From an optimization exercise on the open Yosys and OpenROAD flow, aimed at small area and a short achievable clock period; shortcuts taken in it are not production practice. Only simulation tests tie the RTL to the original design; equivalence was not proved.

==> build 91 <==
Design issue_queue, start of the top module:
module issue_queue (
	input  wire                      clk,
	input  wire                      resetn,
	input  wire                      write_en,
	input  wire [2:0]                write_num,
	input  wire [31:0]               din0,
	input  wire [31:0]               din1,
	input  wire [31:0]               din2,
	input  wire [31:0]               din3,
	input  wire                      issue_en0,
	input  wire                      issue_en1,
	input  wire [3:0]                issue_idx0,
	input  wire [3:0]                issue_idx1,
	output wire [31:0]               dout0,
	output wire [31:0]               dout1,
	output wire [3:0]                count,
	output wire                      write_success
);
	localparam int W = 32;
	localparam int DEPTH = 15;
	logic [W-1:0] ent [DEPTH];
	logic [3:0]   cnt;
	assign count = cnt;
	logic [DEPTH*W-1:0] ent_flat;
	always_comb begin
		for (int j = 0; j < DEPTH; j++) begin
			ent_flat[j*W +: W] = ent[j];
		end
	end
	logic [DEPTH-1:0] hit0, hit1;
	always_comb begin
		for (int j = 0; j < DEPTH; j++) begin
			hit0[j] = (issue_idx0 == 4'(j));
			hit1[j] = (issue_idx1 == 4'(j));
		end
	end
	iq_issue_select u_rd0 (.hit(hit0), .ent(ent_flat), .dout(dout0));
	iq_issue_select u_rd1 (.hit(hit1), .ent(ent_flat), .dout(dout1));
	logic [DEPTH:0] t0, t1;   
	always_comb begin
		for (int i = 0; i <= DEPTH; i++) begin
			t0[i] = issue_en0 && (issue_idx0 <= 4'(i));
			t1[i] = issue_en1 && (issue_idx1 <= 4'(i));
		end
	end
	logic [1:0] n_iss;
	logic [3:0] wr_ptr;
	logic       go;
	assign n_iss  = 2'(issue_en0) + 2'(issue_en1);
	assign wr_ptr = cnt - 4'(n_iss);
	logic [4:0] fits [3];
	always_comb begin
		for (int n = 0; n < 3; n++) begin
			for (int w = 0; w < 5; w++) begin
  ...
==> module iq_ao4, before the edit <==
module iq_ao4 (
	input  wire [3:0]  s,
	input  wire [31:0] d0,
	input  wire [31:0] d1,
	input  wire [31:0] d2,
	input  wire [31:0] d3,
	output wire [31:0] y
);
	assign y = (d0 & {32{s[0]}}) | (d1 & {32{s[1]}}) | (d2 & {32{s[2]}}) | (d3 & {32{s[3]}});
endmodule
==> module iq_issue_select, before the edit <==
module iq_issue_select (
	input  wire [14:0]       hit,
	input  wire [15*32-1:0]  ent,
	output logic [31:0]      dout
);
	always_comb begin
		dout = '0;
		for (int j = 0; j < 15; j++) begin
			dout = dout | (ent[j*32 +: 32] & {32{hit[j]}});
		end
	end
endmodule
==> module issue_queue, before the edit <==
module issue_queue (
	input  wire                      clk,
	input  wire                      resetn,
	input  wire                      write_en,
	input  wire [2:0]                write_num,
	input  wire [31:0]               din0,
	input  wire [31:0]               din1,
	input  wire [31:0]               din2,
	input  wire [31:0]               din3,
	input  wire                      issue_en0,
	input  wire                      issue_en1,
	input  wire [3:0]                issue_idx0,
	input  wire [3:0]                issue_idx1,
	output wire [31:0]               dout0,
	output wire [31:0]               dout1,
	output wire [3:0]                count,
	output wire                      write_success
);
	localparam int W = 32;
	localparam int DEPTH = 15;
	logic [W-1:0] ent [DEPTH];
	logic [3:0]   cnt;
	assign count = cnt;
	logic [DEPTH*W-1:0] ent_flat;
	always_comb begin
		for (int j = 0; j < DEPTH; j++) begin
			ent_flat[j*W +: W] = ent[j];
		end
	end
	logic [DEPTH-1:0] hit0, hit1;
	always_comb begin
		for (int j = 0; j < DEPTH; j++) begin
			hit0[j] = (issue_idx0 == 4'(j));
			hit1[j] = (issue_idx1 == 4'(j));
		end
	end
	iq_issue_select u_rd0 (.hit(hit0), .ent(ent_flat), .dout(dout0));
	iq_issue_select u_rd1 (.hit(hit1), .ent(ent_flat), .dout(dout1));
	logic [DEPTH:0] t0, t1;   
	always_comb begin
		for (int i = 0; i <= DEPTH; i++) begin
			t0[i] = issue_en0 && (issue_idx0 <= 4'(i));
			t1[i] = issue_en1 && (issue_idx1 <= 4'(i));
		end
	end
	logic [1:0] n_iss;
	logic [3:0] wr_ptr;
	logic       go;
	assign n_iss  = 2'(issue_en0) + 2'(issue_en1);
	assign wr_ptr = cnt - 4'(n_iss);
	logic [4:0] fits [3];
	always_comb begin
		for (int n = 0; n < 3; n++) begin
			for (int w = 0; w < 5; w++) begin
				fits[n][w] = (5'(cnt) + 5'(w) <= 5'(DEPTH + n));
			end
		end
	end
	logic [4:0] fits_n;
	logic       ws;
	assign fits_n = (issue_en0 & issue_en1) ? fits[2] : (issue_en0 | issue_en1) ? fits[1] : fits[0];
	assign ws = write_num[2] ? fits_n[4] : fits_n[write_num[1:0]];
	assign write_success = ws;
	assign go = write_en & ws;
	logic [W-1:0] rot [4];
	logic [3:0]   rot_oh;
	always_comb begin
		for (int s = 0; s < 4; s++) begin
			rot_oh[s] = (wr_ptr[1:0] == 2'(s));
		end
	end
	iq_dispatch u_rot (
		.amt_oh (rot_oh),
		.din0   (din0),
		.din1   (din1),
		.din2   (din2),
		.din3   (din3),
		.rot0   (rot[0]),
		.rot1   (rot[1]),
		.rot2   (rot[2]),
		.rot3   (rot[3])
	);
	logic [W-1:0] ent_next [DEPTH];
	for (genvar i = 0; i < DEPTH; i++) begin : g_slot
		logic fresh, up2, up1;
		logic [3:0] sel;
		assign fresh  = (4'(i) >= wr_ptr);
		assign up2    = t0[i+1] & t1[i+1];
		assign up1    = t0[i] | t1[i];
		assign sel[0] = fresh;
		assign sel[1] = !fresh & up2;
		assign sel[2] = !fresh & up1 & !up2;
		assign sel[3] = !fresh & !up1;
		iq_ao4 u_mux (
			.s  (sel),
			.d0 (rot[i % 4]),
			.d1 (ent[(i + 2 < DEPTH) ? i + 2 : i]),
			.d2 (ent[(i + 1 < DEPTH) ? i + 1 : i]),
			.d3 (ent[i]),
			.y  (ent_next[i])
		);
	end
	always_ff @(posedge clk) begin
		for (int i = 0; i < DEPTH; i++) begin
			ent[i] <= ent_next[i];
		end
	end
	always_ff @(posedge clk) begin
		if (!resetn)
			cnt <= '0;
		else
			cnt <= wr_ptr + (go ? 4'(write_num) : 4'd0);
	end
endmodule
export LEC_CHECK = 0
export CAP_MARGIN = 20
export CORE_MARGIN = 2
export CORE_UTILIZATION = 25
export PLACE_DENSITY = 0.35
export SETUP_SLACK_MARGIN = 3.0
export SLEW_MARGIN = 20
export SYNTH_HIERARCHICAL = 1
export SYNTH_MINIMUM_KEEP_SIZE = 0
create_clock -name core_clock -period 8.5 [get_ports {clk}]
run.sh (not shown) runs the stock make flow with config.mk's settings and CLKGATE_MAP_FILE= SYNTH_SCRIPT=/design/flow/synth_recipe.tcl, a recipe that flattens the netlist after the stock synthesis.
==> trial 68 (differences from build 91) <==
--- a/flow/design.v
+++ b/flow/design.v
@@ -38,2 +38,28 @@
 `default_nettype none
+module iq_aoi3 (
+	input  wire [2:0]  s,
+	input  wire [31:0] d0,
+	input  wire [31:0] d1,
+	input  wire [31:0] d2,
+	output wire [31:0] y
+);
+	assign y = ~((d0 & {32{s[0]}}) | (d1 & {32{s[1]}}) | (d2 & {32{s[2]}}));
+endmodule
+module iq_nand2 (
+	input  wire [31:0] a,
+	input  wire [31:0] b,
+	output wire [31:0] y
+);
+	assign y = ~(a & b);
+endmodule
+module iq_nand5 (
+	input  wire [31:0] a,
+	input  wire [31:0] b,
+	input  wire [31:0] c,
+	input  wire [31:0] d,
+	input  wire [31:0] e,
+	output wire [31:0] y
+);
+	assign y = ~(a & b & c & d & e);
+endmodule
 module iq_ao4 (
@@ -46,3 +72,6 @@
 );
-	assign y = (d0 & {32{s[0]}}) | (d1 & {32{s[1]}}) | (d2 & {32{s[2]}}) | (d3 & {32{s[3]}});
+	wire [31:0] yn, tn;
+	iq_aoi3  u_aoi (.s(s[3:1]), .d0(d1), .d1(d2), .d2(d3), .y(yn));
+	iq_nand2 u_t   (.a(d0), .b({32{s[0]}}), .y(tn));
+	iq_nand2 u_or  (.a(yn), .b(tn), .y(y));
 endmodule
@@ -54,10 +83,15 @@
 	input  wire [15*32-1:0]  ent,
-	output logic [31:0]      dout
-);
-	always_comb begin
-		dout = '0;
-		for (int j = 0; j < 15; j++) begin
-			dout = dout | (ent[j*32 +: 32] & {32{hit[j]}});
-		end
-	end
+	output wire [31:0]       dout
+);
+	wire [31:0] g [5];
+	for (genvar k = 0; k < 5; k++) begin : g_grp
+		iq_aoi3 u_aoi (
+			.s  (hit[3*k +: 3]),
+			.d0 (ent[(3*k)*32 +: 32]),
+			.d1 (ent[(3*k+1)*32 +: 32]),
+			.d2 (ent[(3*k+2)*32 +: 32]),
+			.y  (g[k])
+		);
+	end
+	iq_nand5 u_or (.a(g[0]), .b(g[1]), .c(g[2]), .d(g[3]), .e(g[4]), .y(dout));
 endmodule
@@ -134,3 +168,5 @@
 		for (int s = 0; s < 4; s++) begin
-			rot_oh[s] = (wr_ptr[1:0] == 2'(s));
+			rot_oh[s] = (issue_en0 & issue_en1) ? (cnt[1:0] == 2'(s + 2))
+			          : (issue_en0 | issue_en1) ? (cnt[1:0] == 2'(s + 1))
+			          :                           (cnt[1:0] == 2'(s));
 		end
@@ -152,3 +188,5 @@
 		logic [3:0] sel;
-		assign fresh  = (4'(i) >= wr_ptr);
+		assign fresh  = (issue_en0 & issue_en1) ? (5'(i) + 5'd2 >= 5'(cnt))
+		              : (issue_en0 | issue_en1) ? (5'(i) + 5'd1 >= 5'(cnt))
+		              :                           (5'(i) >= 5'(cnt));
 		assign up2    = t0[i+1] & t1[i+1];
==> flow/flow/run.sh (new file) <==
#!/bin/bash
# Standard layout, but the port buffers are plain buffers (not delay cells) and
# repair may resize any cell to any footprint.
set -euo pipefail
bash standard.sh \
	"BUFFER_PORTS_ARGS=-buffer_cell sky130_fd_sc_hd__buf_1" \
	MATCH_CELL_FOOTPRINT=0 \
	finish > standard_flow.log 2>&1
==> flow/standard.sh (new file) <==
#!/bin/bash
# synth_recipe.tcl (not shown) runs the flow's synth.tcl, then flattens the netlist and writes it again
# the make line also repeats each setting of config.mk as NAME=value (left out here)
make -C /OpenROAD-flow-scripts/flow DESIGN_CONFIG=/design/flow/config.mk WORK_HOME=/design/flow/orfs CLKGATE_MAP_FILE= SYNTH_SCRIPT=/design/flow/synth_recipe.tcl "${@:-finish}"
Settings changed: CORE_UTILIZATION 25 to 40, CTS_CLUSTER_DIAMETER set to 80, CTS_CLUSTER_SIZE set to 40, PLACE_DENSITY 0.35 to 0.55, SETUP_SLACK_MARGIN 3.0 to 3.5.
removed: flow/run.sh
==> build 5 (differences from build 91) <==
--- a/flow/design.v
+++ b/flow/design.v
@@ -134,3 +134,5 @@
 		for (int s = 0; s < 4; s++) begin
-			rot_oh[s] = (wr_ptr[1:0] == 2'(s));
+			rot_oh[s] = (issue_en0 & issue_en1) ? (cnt[1:0] == 2'(s + 2))
+			          : (issue_en0 | issue_en1) ? (cnt[1:0] == 2'(s + 1))
+			          :                           (cnt[1:0] == 2'(s));
 		end
@@ -152,3 +154,5 @@
 		logic [3:0] sel;
-		assign fresh  = (4'(i) >= wr_ptr);
+		assign fresh  = (issue_en0 & issue_en1) ? (5'(i) + 5'd2 >= 5'(cnt))
+		              : (issue_en0 | issue_en1) ? (5'(i) + 5'd1 >= 5'(cnt))
+		              :                           (5'(i) >= 5'(cnt));
 		assign up2    = t0[i+1] & t1[i+1];
==> flow/flow/run.sh (new file) <==
#!/bin/bash
# Standard layout, but the port buffers are plain buffers (not delay cells) and
# repair may resize any cell to any footprint.
set -euo pipefail
bash standard.sh \
	"BUFFER_PORTS_ARGS=-buffer_cell sky130_fd_sc_hd__buf_1" \
	MATCH_CELL_FOOTPRINT=0 \
	finish > standard_flow.log 2>&1
==> flow/standard.sh (new file) <==
#!/bin/bash
# synth_recipe.tcl (not shown) runs the flow's synth.tcl, then flattens the netlist and writes it again
# the make line also repeats each setting of config.mk as NAME=value (left out here)
make -C /OpenROAD-flow-scripts/flow DESIGN_CONFIG=/design/flow/config.mk WORK_HOME=/design/flow/orfs CLKGATE_MAP_FILE= SYNTH_SCRIPT=/design/flow/synth_recipe.tcl "${@:-finish}"
Settings changed: CTS_CLUSTER_DIAMETER set to 80, CTS_CLUSTER_SIZE set to 40, SETUP_SLACK_MARGIN 3.0 to 3.5.
removed: flow/run.sh
==> impl_metrics.yaml <==
outcome:
  status: "no timing/DRC/antenna violations"
floorplan:
  dieHeight_um: 272
  coreArea_um2: 71400
timing:
  fmax_mhz: 194
cells_and_area:
  seqCellArea_um2: 9690
  inverters: 18
  nNetsFinal: 3769
placed_design:
  dp.final_hpwl_mm: 102
logic_synthesis:
  yosysUniqueCellTypes: 54
  avgSynthCellArea_um2: 8.51
  synth_mux_area_share_pct: 0.356
route:
  post_drt_via_cell_ratio: 8.00
  route.met3.wl_mm: 30.4
  wl_mm: 169
setup_path:
  worst_r2r_path_depth: 16
hold_path:
  hold_end: "ent[0][12]"
-- figures above: trial 68

==> impl_metrics.yaml <==
placed_design:
  dp.final_hpwl_mm: 130
cells_and_area:
  nNetsFinal: 3971
  seqCellArea_um2: 9690
floorplan:
  ios: 213
logic_synthesis:
  avgSynthCellArea_um2: 8.47
  synth_mux_area_share_pct: 0.344
  yosysUniqueCellTypes: 59
outcome:
  status: "no timing/DRC/antenna violations"
route:
  route.met3.wl_mm: 27.7
  post_drt_via_cell_ratio: 6.87
hold_path:
  hold_end: "ent[0][2]"
timing:
  fmax_mhz: 189
global_route:
  top_usage_layer: "met2"
setup_path:
  worst_r2r_path_depth: 15
-- figures above: build 5

==> impl_metrics.yaml <==
floorplan:
  coreArea_um2: 118000
cells_and_area:
  inverters: 16
  nNetsFinal: 3849
route:
  wl_mm: 215
outcome:
  status: "no timing/DRC/antenna violations"
logic_synthesis:
  yosysUniqueCellTypes: 60
  avgSynthCellArea_um2: 8.54
placed_design:
  dp.final_hpwl_mm: 133
setup_path:
  worst_r2r_path_depth: 12
hold_path:
  hold_end: "ent[0][12]"
-- figures above: build 91

static timing again, ports no longer ideal:
Ports are ideal in the flow. The routed layouts listed here were re-timed in OpenROAD.
Step 1 assumes that a clkbuf_16 drives the clock port and a buf_2 every other input.
Step 2, shift: input delay + t, output delay - t, t = (earliest + latest rising clock arrival at the registers) / 2. This alone moves slack from input paths to output paths.
a / b / c = no drivers / after step 1 / after step 2; a / b = the first two.
run	t, ns	setup WS [ns]	worst hold slack (ns)	worst register clock-pin slew, ns
build 91	0.701	2.913 / 2.827 / 2.395	0.515 / 0.515 / 0.515	0.06 / 0.06
trial 68	0.710	3.337 / 3.171 / 2.874	0.529 / 0.529 / 0.529	0.12 / 0.12
build 5	0.733	3.220 / 3.037 / 2.655	0.525 / 0.525 / 0.525	0.11 / 0.11
After both steps every run listed still meets setup and hold. The setup slack of build 5, which loses most, moves by -0.183 ns with the drivers and by -0.565 ns with both steps.
